This is an optimization exercise on Yosys and OpenROAD, whose aim is small area and a short achievable clock period, not a production implementation.
Where RTL was checked, it was by simulation tests only, not by an equivalence proof against the original.
The flow treats the clock pin as an ideal source. Dropping or thinning the clock tree relies on that and would not hold on a real chip.
No activity file was given, so power comes from the tool's default toggle rates.

Design pio_ram_emu_responder, start of the top module:
module pio_ram_emu_responder (
  input  logic       clk,
  input  logic       rst_n,
  input  logic [1:0] rx_pins,
  output logic [1:0] tx_pins,
  output logic       busy,
  output logic       protocol_err
);
  logic       st_rd_q, st_wr_q;    
  logic [3:0] cnt_q;               
  logic [7:0] addr_q;
  logic [15:0] data_q;
  logic [1:0] tx_q;
  logic       busy_q, err_q;
  logic [15:0] ring [0:15][0:15];   
  logic [3:0]  t_q;                 
  logic        pv_q;
  logic [7:0]  pa_q;
  logic [15:0] pd_q;
  logic [3:0]  dpos_q;              
  logic [15:0] rsel_q;              
  logic [3:0]  psel_q;              
  wire in_frame = st_rd_q | st_wr_q;
  wire idle     = ~in_frame;
  wire cap_e4   = st_rd_q & (cnt_q == 4'd3) & ((rx_pins + t_q[1:0]) == 2'b00);
  wire cap_late = st_rd_q & (cnt_q >= 4'd4) & (cnt_q <= 4'd6) & ((addr_q[1:0] + t_q[1:0]) == 2'b00);
  wire cap      = cap_e4 | cap_late;
  wire [7:0] rd_addr = (cnt_q == 4'd3) ? {addr_q[5:0], rx_pins} : addr_q;
  wire hit      = pv_q & (pa_q == rd_addr);
  logic [15:0] port_val;
  always_comb begin
    port_val = '0;
    for (int r = 0; r < 16; r++)
      for (int p = 0; p < 4; p++)
        port_val = port_val | ({16{rsel_q[r] & psel_q[p]}} & ring[r][4*p]);
  end
  wire commit = pv_q & (dpos_q[2:0] == 3'd7);
  wire cport  = ~dpos_q[3];         
  wire wr_end = st_wr_q & (cnt_q == 4'd11);
  always_ff @(posedge clk) begin
    t_q <= t_q + 4'd1;
    for (int r = 0; r < 16; r++)
      for (int p = 0; p < 16; p++) begin
        if ((p == 0 || p == 8) && commit && (pa_q[7:4] == 4'(r)) && (cport == (p == 8)))
          ring[r][p] <= pd_q;
        else
          ring[r][p] <= ring[r][(p + 15) % 16];
      end
  end
  always_ff @(posedge clk) begin
    dpos_q <= dpos_q + 4'd1;
    if (commit) pv_q <= 1'b0;
    if (wr_end && rst_n) begin
      pv_q   <= 1'b1;
      pa_q   <= addr_q;
      pd_q   <= {data_q[13:0], rx_pins};
      dpos_q <= addr_q[3:0] + t_q + 4'd1;
    end
  end
  always_ff @(posedge clk) begin
    if (in_frame && cnt_q <= 4'd3) addr_q <= {addr_q[5:0], rx_pins};
    if (cap)                         data_q <= hit ? pd_q : port_val;
    else if (!(st_rd_q && cnt_q <= 4'd6)) data_q <= {data_q[13:0], rx_pins};
    if (cnt_q == 4'd1) begin
      for (int r = 0; r < 16; r++) rsel_q[r] <= ({addr_q[1:0], rx_pins} == 4'(r));
    end
    begin
      logic [1:0] a32, pn;
  ...
Settings: LEC_CHECK=0, CAP_MARGIN=20, CORE_MARGIN=2, CORE_UTILIZATION=40, SLEW_MARGIN=20; clock period 4.0 ns.
run.sh (not shown) runs the stock make flow with config.mk's settings and CLKGATE_MAP_FILE= SYNTH_SCRIPT=/design/flow/synth_recipe.tcl, a recipe that flattens the netlist after the stock synthesis.
Edit:
--- a/flow/config.mk
+++ b/flow/config.mk
@@ -8,4 +8,7 @@
 export CAP_MARGIN = 20
 export CORE_MARGIN = 2
-export CORE_UTILIZATION = 40
+export CORE_UTILIZATION = 65
+export CTS_BUF_LIST = sky130_fd_sc_hd__clkbuf_8
+export CTS_CLUSTER_SIZE = 20
+export SETUP_SLACK_MARGIN = 1.8
 export SLEW_MARGIN = 20
What happened:
- The changed run produced a clean layout
- total power goes down by about 4.5%
- flip-flop and latch count does not change
- clock skew went down by 3.1 ps
- worst hold slack improves by 7.6 ps
- clock-buffer cell count increases by 195
- core utilization went up by 30 points
- global-route usage came out higher by 13 points
- first-iteration DRC count is higher by about 13%
No functional check of the RTL was part of any run of this note.


pio_ram_emu_responder, a different RTL version from the one above (not shown whole).
Size in the first run: roughly 6800 cells after synthesis, ~8 I/O pins, about 100000 sq um of cells after synthesis.
clock: 4.0 ns
lec_check: 0
cap_margin: 20
core_margin: 2
core_utilization: 72
setup_slack_margin: 2.25
slew_margin: 20
standard.sh (not shown) runs the stock make flow with config.mk's settings and CLKGATE_MAP_FILE= SYNTH_SCRIPT=/design/flow/synth_recipe.tcl, a recipe that flattens the netlist after the stock synthesis.
==> flow/flow/run.sh <==
#!/bin/bash
# ORFS's standard layout, with its clock tree built by flow/mytree.tcl instead of TritonCTS.
set -euo pipefail
here=$(pwd)
export PRE_CTS_TCL="$here/flow/pre_cts.tcl"
bash standard.sh > "$here/standard_flow.log" 2>&1
Other scripts of this flow, unchanged in this note and not shown: flow/flow/mytree.tcl, flow/flow/pre_cts.tcl
The starting point passed the timing, DRC and antenna checks.
Change:
- CORE_UTILIZATION: 72 -> 75
- SETUP_SLACK_MARGIN: 2.25 -> 2.3
The new run finished clean.
Via count increases by 2.2%.
Power is about the same.
Setup slack gets better by 16 ps.
Die area decreases by 4.0%.
Change:
- CORE_UTILIZATION: 75 -> 72
- SETUP_SLACK_MARGIN: 2.3 -> 2.4
Power went up by about 0.8%.
Cell count went up by about 1.8%.
Global-route usage went down by 2.4 points.
Wire length went down by 2.2%.
Area after synthesis does not change.
Combinational power went up by 38%.
Hold slack stays flat.
Core utilization went down by 2.1 points.
Design area went up by 1.6%.
Change:
- CORE_UTILIZATION: 72 -> 68
- SETUP_SLACK_MARGIN: 2.4 -> 2.3
Power drops slightly.
Synthesized area is unchanged.
Core utilization falls by 5.2 points.
Via count came out higher slightly.
Global-route usage drops by 0.65 points.
Clock skew hardly moves.
Combinational power is lower by a quarter to a third.
No run of this note takes its clock network from TritonCTS; it comes from the design's own scripts or RTL.


## middle
pio_ram_emu_responder, a different RTL version from the one above (not shown whole).
For scale: roughly 6600 cells after synthesis, ~8 I/O pins, roughly 100000 µm² of cells after synthesis.
export LEC_CHECK = 0
export CAP_MARGIN = 20
export CORE_MARGIN = 2
export CORE_UTILIZATION = 65
export SETUP_SLACK_MARGIN = 2.1
export SLEW_MARGIN = 20
create_clock -name core_clock -period 4.0 [get_ports {clk}]
==> flow/flow/run.sh <==
#!/bin/bash
# ORFS's standard layout, with its clock tree built by flow/mytree.tcl instead of TritonCTS
# and a fanout limit for ORFS's buffering (flow/pre_resize.tcl).
set -euo pipefail
here=$(pwd)
export PRE_CTS_TCL="$here/flow/pre_cts.tcl"
export PRE_RESIZE_TCL="$here/flow/pre_resize.tcl"
bash standard.sh > "$here/standard_flow.log" 2>&1
==> flow/flow/pre_resize.tcl <==
# Ask ORFS's repair_design to split nets with more than 20 loads into buffer trees.
set_max_fanout 20 [current_design]
Other scripts of this flow, unchanged in this note and not shown: flow/flow/mytree.tcl, flow/flow/pre_cts.tcl
middle was carried through to the last stage, and its layout satisfied the timing, DRC and antenna checks.
Input-level comparison between west and middle:
==> flow/flow/run.sh <==
#!/bin/bash
# ORFS's standard layout, with its clock tree built by flow/mytree.tcl instead of TritonCTS.
set -euo pipefail
here=$(pwd)
export PRE_CTS_TCL="$here/flow/pre_cts.tcl"
bash standard.sh > "$here/standard_flow.log" 2>&1
removed: flow/flow/pre_resize.tcl
## What came out
A critical path capture point of data_q[10] is what west shows, while data_q[6] belongs to middle. [compare] base=middle new=west: final design instance area without fill now sits lower; slew at the pin with the worst max-slew slack up 0.028 ns. Delta (west minus middle): clock-net power held steady, total routed wirelength lower, global-route track usage on met2 lower, combinational fraction of design power lower.
Function was not checked in any run of this note: the RTL went through the layout flow alone. In every run of this note, the design's own scripts or RTL, not TritonCTS, make the clock network.


The RTL this note starts from:
==> flow/design.v <==
module pio_ram_emu_responder (
  input  logic       clk,
  input  logic       rst_n,
  input  logic [1:0] rx_pins,
  output logic [1:0] tx_pins,
  output logic       busy,
  output logic       protocol_err
);
  logic        st_rd_q, st_wr_q;   
  logic [3:0]  cnt_q;              
  logic [7:0]  addr_q;             
  logic [3:0]  apos_q;             
  logic        wr_last_q;          
  logic [15:0] data_q;             
  logic [1:0]  tx_q;
  logic        busy_q, err_q;
  logic [15:0] ring [0:15][0:15];   
  logic [3:0]  t_q;                 
  logic        pv_q;                
  logic [15:0] pdn_q;               
  logic [3:0]  pa_q;                
  logic [3:0]  pring_q;             
  logic [3:0]  dpos_q;              
  logic        clq_q;               
  logic        cq_q;                
  logic        cport_q;             
  logic [31:0] wclr_q, wset_q;      
  logic [15:0] rsel_q;              
  logic [3:0]  psel_q;              
  logic [15:0] y_q [0:3];           
  logic        rh_q;                
  logic [1:0]  nu_q;                
  logic [1:0]  w_q;                 
  logic        c3_q;                
  logic        c46_q;               
  logic        hold_q;              
  logic        got_q;               
  logic        hitd_q;              
  wire in_frame = st_rd_q | st_wr_q;
  wire idle     = ~in_frame;
  logic [15:0] port_in [0:3];
  logic [15:0] port_val;
  always_comb begin
    for (int p = 0; p < 4; p++) begin
      port_in[p] = '0;
      for (int r = 0; r < 16; r++) port_in[p] = port_in[p] | ({16{rsel_q[r]}} & ring[r][4*p]);
    end
    port_val = '0;
    for (int p = 0; p < 4; p++) port_val = port_val | ({16{psel_q[p]}} & y_q[p]);
  end
  wire       hit3    = rh_q & (pa_q == {addr_q[1:0], rx_pins});
  wire       hitl    = rh_q & (pa_q == addr_q[3:0]);
  wire       al_late = (apos_q[1:0] == 2'd1);
  wire wr_end = wr_last_q;
  always_ff @(posedge clk) begin
    t_q <= t_q + 4'd1;
    for (int r = 0; r < 16; r++)
      for (int p = 0; p < 16; p++) begin
        if (p == 15 || p == 7)
          ring[r][p] <= ~(ring[r][p-1] | {16{wclr_q[2*r + (p == 7)]}});
        else if (p == 0 || p == 8)
          ring[r][p] <= ~((pdn_q & {16{wset_q[2*r + (p == 8)]}}) | ring[r][(p + 15) % 16]);
        else
          ring[r][p] <= ring[r][p-1];
      end
  end
  always_ff @(posedge clk) begin
    dpos_q  <= dpos_q + 4'd1;
    clq_q   <= pv_q & ~clq_q & ~cq_q & (dpos_q[2:0] == 3'd5);
    cq_q    <= clq_q;
    if (!clq_q) cport_q <= ~dpos_q[3] ^ (dpos_q[2:0] == 3'd7);
    if (cq_q) pv_q <= 1'b0;
    wset_q <= wclr_q;
    for (int i = 0; i < 32; i++)
      wclr_q[i] <= pv_q & ~clq_q & ~cq_q & (dpos_q[2:0] == 3'd5) & ({pring_q, ~dpos_q[3]} == 5'(i));
    if (wr_end && rst_n) begin
      pdn_q   <= ~{data_q[13:0], rx_pins};
      pa_q    <= addr_q[3:0];
      pring_q <= addr_q[7:4];
      pv_q    <= 1'b1;
      dpos_q  <= apos_q + 4'd1;
      clq_q   <= (apos_q[2:0] == 3'd5);
      cq_q    <= 1'b0;
      cport_q <= ~apos_q[3] ^ (apos_q[2:0] == 3'd7);
      for (int i = 0; i < 32; i++)
        wclr_q[i] <= (apos_q[2:0] == 3'd5) & ({addr_q[7:4], ~apos_q[3]} == 5'(i));
    end
  end
  always_ff @(posedge clk) begin
    if (in_frame && cnt_q <= 4'd3) addr_q <= {addr_q[5:0], rx_pins};
    if (cnt_q == 4'd3) apos_q <= {addr_q[1:0], rx_pins} + t_q + 4'd1;
    else               apos_q <= apos_q + 4'd1;
    if (c3_q) begin
      data_q <= port_val;
      got_q  <= (rx_pins == nu_q);
      hitd_q <= hit3;
    end else if (c46_q) begin
      if (got_q ? hitd_q : al_late) data_q <= (got_q | hitl) ? ~pdn_q : port_val;
    end else if (!hold_q) begin
      data_q <= {data_q[13:0], rx_pins};
    end
    for (int p = 0; p < 4; p++) y_q[p] <= port_in[p];
    rh_q <= rsel_q[pring_q];
    nu_q <= -t_q[1:0];
    w_q  <= t_q[3:2] + 2'd1;
    begin
      logic [3:0] ra;
      case (cnt_q)
        4'd1:    ra = {addr_q[1:0], rx_pins};
        4'd2:    ra = addr_q[3:0];
        4'd3:    ra = addr_q[5:2];
        default: ra = addr_q[7:4];
      endcase
      for (int r = 0; r < 16; r++) rsel_q[r] <= (ra == 4'(r));
    end
    begin
      logic [1:0] pn;
      logic [3:0] x;
      x = (cnt_q == 4'd3) ? ({addr_q[1:0], rx_pins} + t_q) : apos_q;
      pn = (cnt_q == 4'd2) ? (rx_pins + w_q) : x[3:2];
      for (int p = 0; p < 4; p++) psel_q[p] <= (pn == 2'(p));
    end
  end
  always_ff @(posedge clk) begin
    if (!rst_n) begin
      st_rd_q <= 1'b0;
      st_wr_q <= 1'b0;
      wr_last_q <= 1'b0;
      c3_q    <= 1'b0;
      c46_q   <= 1'b0;
      hold_q  <= 1'b0;
      cnt_q   <= '0;
      tx_q    <= 2'b00;
      busy_q  <= 1'b0;
      err_q   <= 1'b0;
    end else begin
      tx_q <= 2'b00;
      wr_last_q <= st_wr_q & (cnt_q == 4'd10);
      c3_q      <= st_rd_q & (cnt_q == 4'd2);
      c46_q     <= st_rd_q & (cnt_q >= 4'd3) & (cnt_q <= 4'd5);
      hold_q    <= st_rd_q ? (cnt_q <= 4'd5) : (idle & (rx_pins == 2'b01));
      if (idle) begin
        cnt_q   <= '0;
        st_rd_q <= (rx_pins == 2'b01);
        st_wr_q <= (rx_pins == 2'b10);
        busy_q  <= (rx_pins == 2'b01) | (rx_pins == 2'b10);
        if (rx_pins == 2'b11) err_q <= 1'b1;
      end else begin
        cnt_q <= cnt_q + 4'd1;
        if (wr_end) begin
          st_wr_q <= 1'b0;
          busy_q  <= 1'b0;
        end
        if (st_rd_q) begin
          if (cnt_q >= 4'd4 && rx_pins != 2'b00) err_q <= 1'b1;
          if (cnt_q == 4'd6) tx_q <= 2'b01;
          if (cnt_q >= 4'd7 && cnt_q <= 4'd14) tx_q <= data_q[15:14];
          if (cnt_q == 4'd15) begin
            st_rd_q <= 1'b0;
            busy_q  <= 1'b0;
          end
        end
      end
    end
  end
  assign tx_pins      = tx_q;
  assign busy         = busy_q;
  assign protocol_err = err_q;
endmodule
export LEC_CHECK = 0
export CAP_MARGIN = 20
export CORE_MARGIN = 2
export CORE_UTILIZATION = 72
export SETUP_SLACK_MARGIN = 2.3
export SLEW_MARGIN = 20
create_clock -name core_clock -period 4.0 [get_ports {clk}]
==> flow/flow/run.sh <==
#!/bin/bash
# ORFS's standard layout, with its clock tree built by flow/mytree.tcl instead of TritonCTS.
set -euo pipefail
here=$(pwd)
export PRE_CTS_TCL="$here/flow/pre_cts.tcl"
bash standard.sh > "$here/standard_flow.log" 2>&1
==> flow/flow/mytree.tcl <==
# Clock tree built top-down by recursive bisection of the flip-flop locations.
# ct_levels lists, from the root down, {fanout cell} for each level above the leaves: the clock
# port drives the first level's buffers, each buffer drives `fanout` of the next level's, and the
# last level's buffers each drive a compact cluster of at most ct_leaf_max flip-flop clock pins
# (their number is rounded up so every cluster has near the same size). Every path from the port
# passes the same number of cells; with inverters the number of levels must be even.
set ct_leaf_max 20
set ct_levels   {{4 sky130_fd_sc_hd__inv_16} {4 sky130_fd_sc_hd__inv_16} {4 sky130_fd_sc_hd__inv_8}}
set ct_leaf_cell sky130_fd_sc_hd__inv_8

proc ct_split {pts m} {
  if {$m <= 1} { return [list $pts] }
  set xs [lsort -integer [lmap p $pts {lindex $p 0}]]
  set ys [lsort -integer [lmap p $pts {lindex $p 1}]]
  set k [expr {([lindex $xs end] - [lindex $xs 0]) >= ([lindex $ys end] - [lindex $ys 0]) ? 0 : 1}]
  set s [lsort -integer -index $k $pts]
  set m1 [expr {$m / 2}]
  set n1 [expr {int(round(double([llength $s]) * $m1 / $m))}]
  return [concat [ct_split [lrange $s 0 [expr {$n1 - 1}]] $m1] [ct_split [lrange $s $n1 end] [expr {$m - $m1}]]]
}
proc ct_centroid {pts} {
  set sx 0; set sy 0
  foreach p $pts { set sx [expr {$sx + [lindex $p 0]}]; set sy [expr {$sy + [lindex $p 1]}] }
  set n [llength $pts]
  return [list [expr {$sx / $n}] [expr {$sy / $n}]]
}
set ct_block [ord::get_db_block]
set ct_clk   [$ct_block findNet clk]
set ct_tmp   [odb::dbNet_create $ct_block "clknet_ct_tmp"]
set ct_n 0
# a cell at the centroid of pts driving their iterms; returns {x y input-iterm}
proc ct_buffer {cell pts} {
  global ct_block ct_n ct_tmp
  lassign [ct_centroid $pts] cx cy
  set b [odb::dbInst_create $ct_block [[ord::get_db] findMaster $cell] "clkbuf_ct_$ct_n"]
  $b setLocation $cx $cy
  $b setPlacementStatus PLACED
  set net [odb::dbNet_create $ct_block "clknet_ct_$ct_n"]
  $net setSigType CLOCK
  incr ct_n
  foreach p $pts { set it [lindex $p 2]; $it disconnect; $it connect $net }
  set out [$b findITerm X]
  if {$out eq "NULL" || $out eq ""} { set out [$b findITerm Y] }
  $out connect $net
  set in [$b findITerm A]
  $in connect $ct_tmp
  return [list $cx $cy $in]
}
# build the subtree for pts at level lv; returns the list of {x y input-iterm} it exposes
proc ct_build {pts lv ngroups_below} {
  global ct_levels ct_leaf_cell ct_leaf_max
  if {$lv == [llength $ct_levels]} {
    # pts are sinks: split into leaf clusters
    set out {}
    foreach g [ct_split $pts $ngroups_below] { lappend out [ct_buffer $ct_leaf_cell $g] }
    return $out
  }
  lassign [lindex $ct_levels $lv] fan cell
  set out {}
  foreach g [ct_split $pts $fan] {
    set below [ct_build $g [expr {$lv + 1}] [expr {$ngroups_below / $fan}]]
    if {$lv == 0} { set out [concat $out [list [ct_buffer $cell $below]]] } else { lappend out [ct_buffer $cell $below] }
  }
  return $out
}
set sinks {}
foreach it [$ct_clk getITerms] {
  set bb [[$it getInst] getBBox]
  lappend sinks [list [expr {([$bb xMin] + [$bb xMax]) / 2}] [expr {([$bb yMin] + [$bb yMax]) / 2}] $it]
}
set ngroup 1
foreach l $ct_levels { set ngroup [expr {$ngroup * [lindex $l 0]}] }
set nleaf [expr {([llength $sinks] + $ct_leaf_max - 1) / $ct_leaf_max}]
set nleaf [expr {(($nleaf + $ngroup - 1) / $ngroup) * $ngroup}]
puts "mytree: [llength $sinks] sinks, $ngroup groups, $nleaf leaves"
# ct_build at level 0 splits the sinks by the root fanout; each root's subtree gets nleaf/4 leaves
set roots [ct_build $sinks 0 $nleaf]
foreach p $roots { set it [lindex $p 2]; $it disconnect; $it connect $ct_clk }
odb::dbNet_destroy $ct_tmp
global_connect
set_propagated_clock [all_clocks]
puts "mytree: made $ct_n cells"
Other scripts of this flow, unchanged in this note and not shown: flow/flow/pre_cts.tcl
Rerun with:
--- a/flow/flow/mytree.tcl
+++ b/flow/flow/mytree.tcl
@@ -8 +8 @@
-set ct_levels   {{4 sky130_fd_sc_hd__inv_16} {4 sky130_fd_sc_hd__inv_16} {4 sky130_fd_sc_hd__inv_8}}
+set ct_levels   {{4 sky130_fd_sc_hd__inv_16} {4 sky130_fd_sc_hd__inv_16} {3 sky130_fd_sc_hd__inv_8}}
- SETUP_SLACK_MARGIN: 2.3 -> 2.4
=> Combinational power rises by 20%. Synthesized area stays the same. Power stays flat. Wire length rises by 4.2%.
Rerun with:
- SETUP_SLACK_MARGIN: 2.4 -> 2.3
The changed run finished clean.
Design area is lower slightly.
Worst setup slack is better by 0.020 ns.
Die area is unchanged.
Cell count is lower slightly.
Via count is lower slightly.
Utilization is lower by 1.5 points.
Routed wire length is lower by a few percent.
In every run of this note, the design's own scripts or RTL, not TritonCTS, make the clock network.

-- separate check: timing with driven ports --
No port has a modelled driver above. Below, the same layouts with a new extraction and two added sets of constraints.
Step 1 assumes that a clkbuf_16 drives the clock port and a buf_2 every other input.
Step 2, shift: input delay + t, output delay - t, t = (earliest + latest rising clock arrival at the registers) / 2. This alone moves slack from input paths to output paths.
Three values: ideal ports, drivers, drivers and shift; two values: the first two.
run | t (ns) | setup slack, ns | worst setup path after step 2 | latest minus earliest clock arrival (ns)
the first run of note 1 | 1.020 | 0.411 / 0.411 / 0.411 | register to register | 0.073 / 0.073
the second run of note 1 | 1.064 | 1.155 / 1.155 / 0.482 | input to register | 0.076 / 0.076
the first run of note 2 | 0.648 | 2.176 / 2.067 / 1.876 | input to register | 0.042 / 0.042
the second run of note 2 | 0.645 | 2.193 / 2.055 / 1.895 | input to register | 0.045 / 0.046
the third run of note 2 | 0.645 | 2.176 / 2.055 / 1.911 | input to register | 0.037 / 0.038
the fourth run of note 2 | 0.647 | 2.196 / 2.049 / 1.851 | input to register | 0.049 / 0.049
middle | 0.660 | 1.630 / 1.629 / 1.248 | input to register | 0.049 / 0.050
west | 0.661 | 1.704 / 1.704 / 1.377 | input to register | 0.038 / 0.039
the first run of note 4 | 0.653 | 2.143 / 2.040 / 1.728 | input to register | 0.045 / 0.045
the second run of note 4 | 0.652 | 2.129 / 2.064 / 1.744 | input to register | 0.052 / 0.054
the third run of note 4 | 0.651 | 2.149 / 2.030 / 1.717 | input to register | 0.040 / 0.040
After both steps every run listed still meets setup and hold. The setup slack of the second run of note 1, which loses most, moves by 0.000 ns with the drivers and by -0.673 ns with both steps.
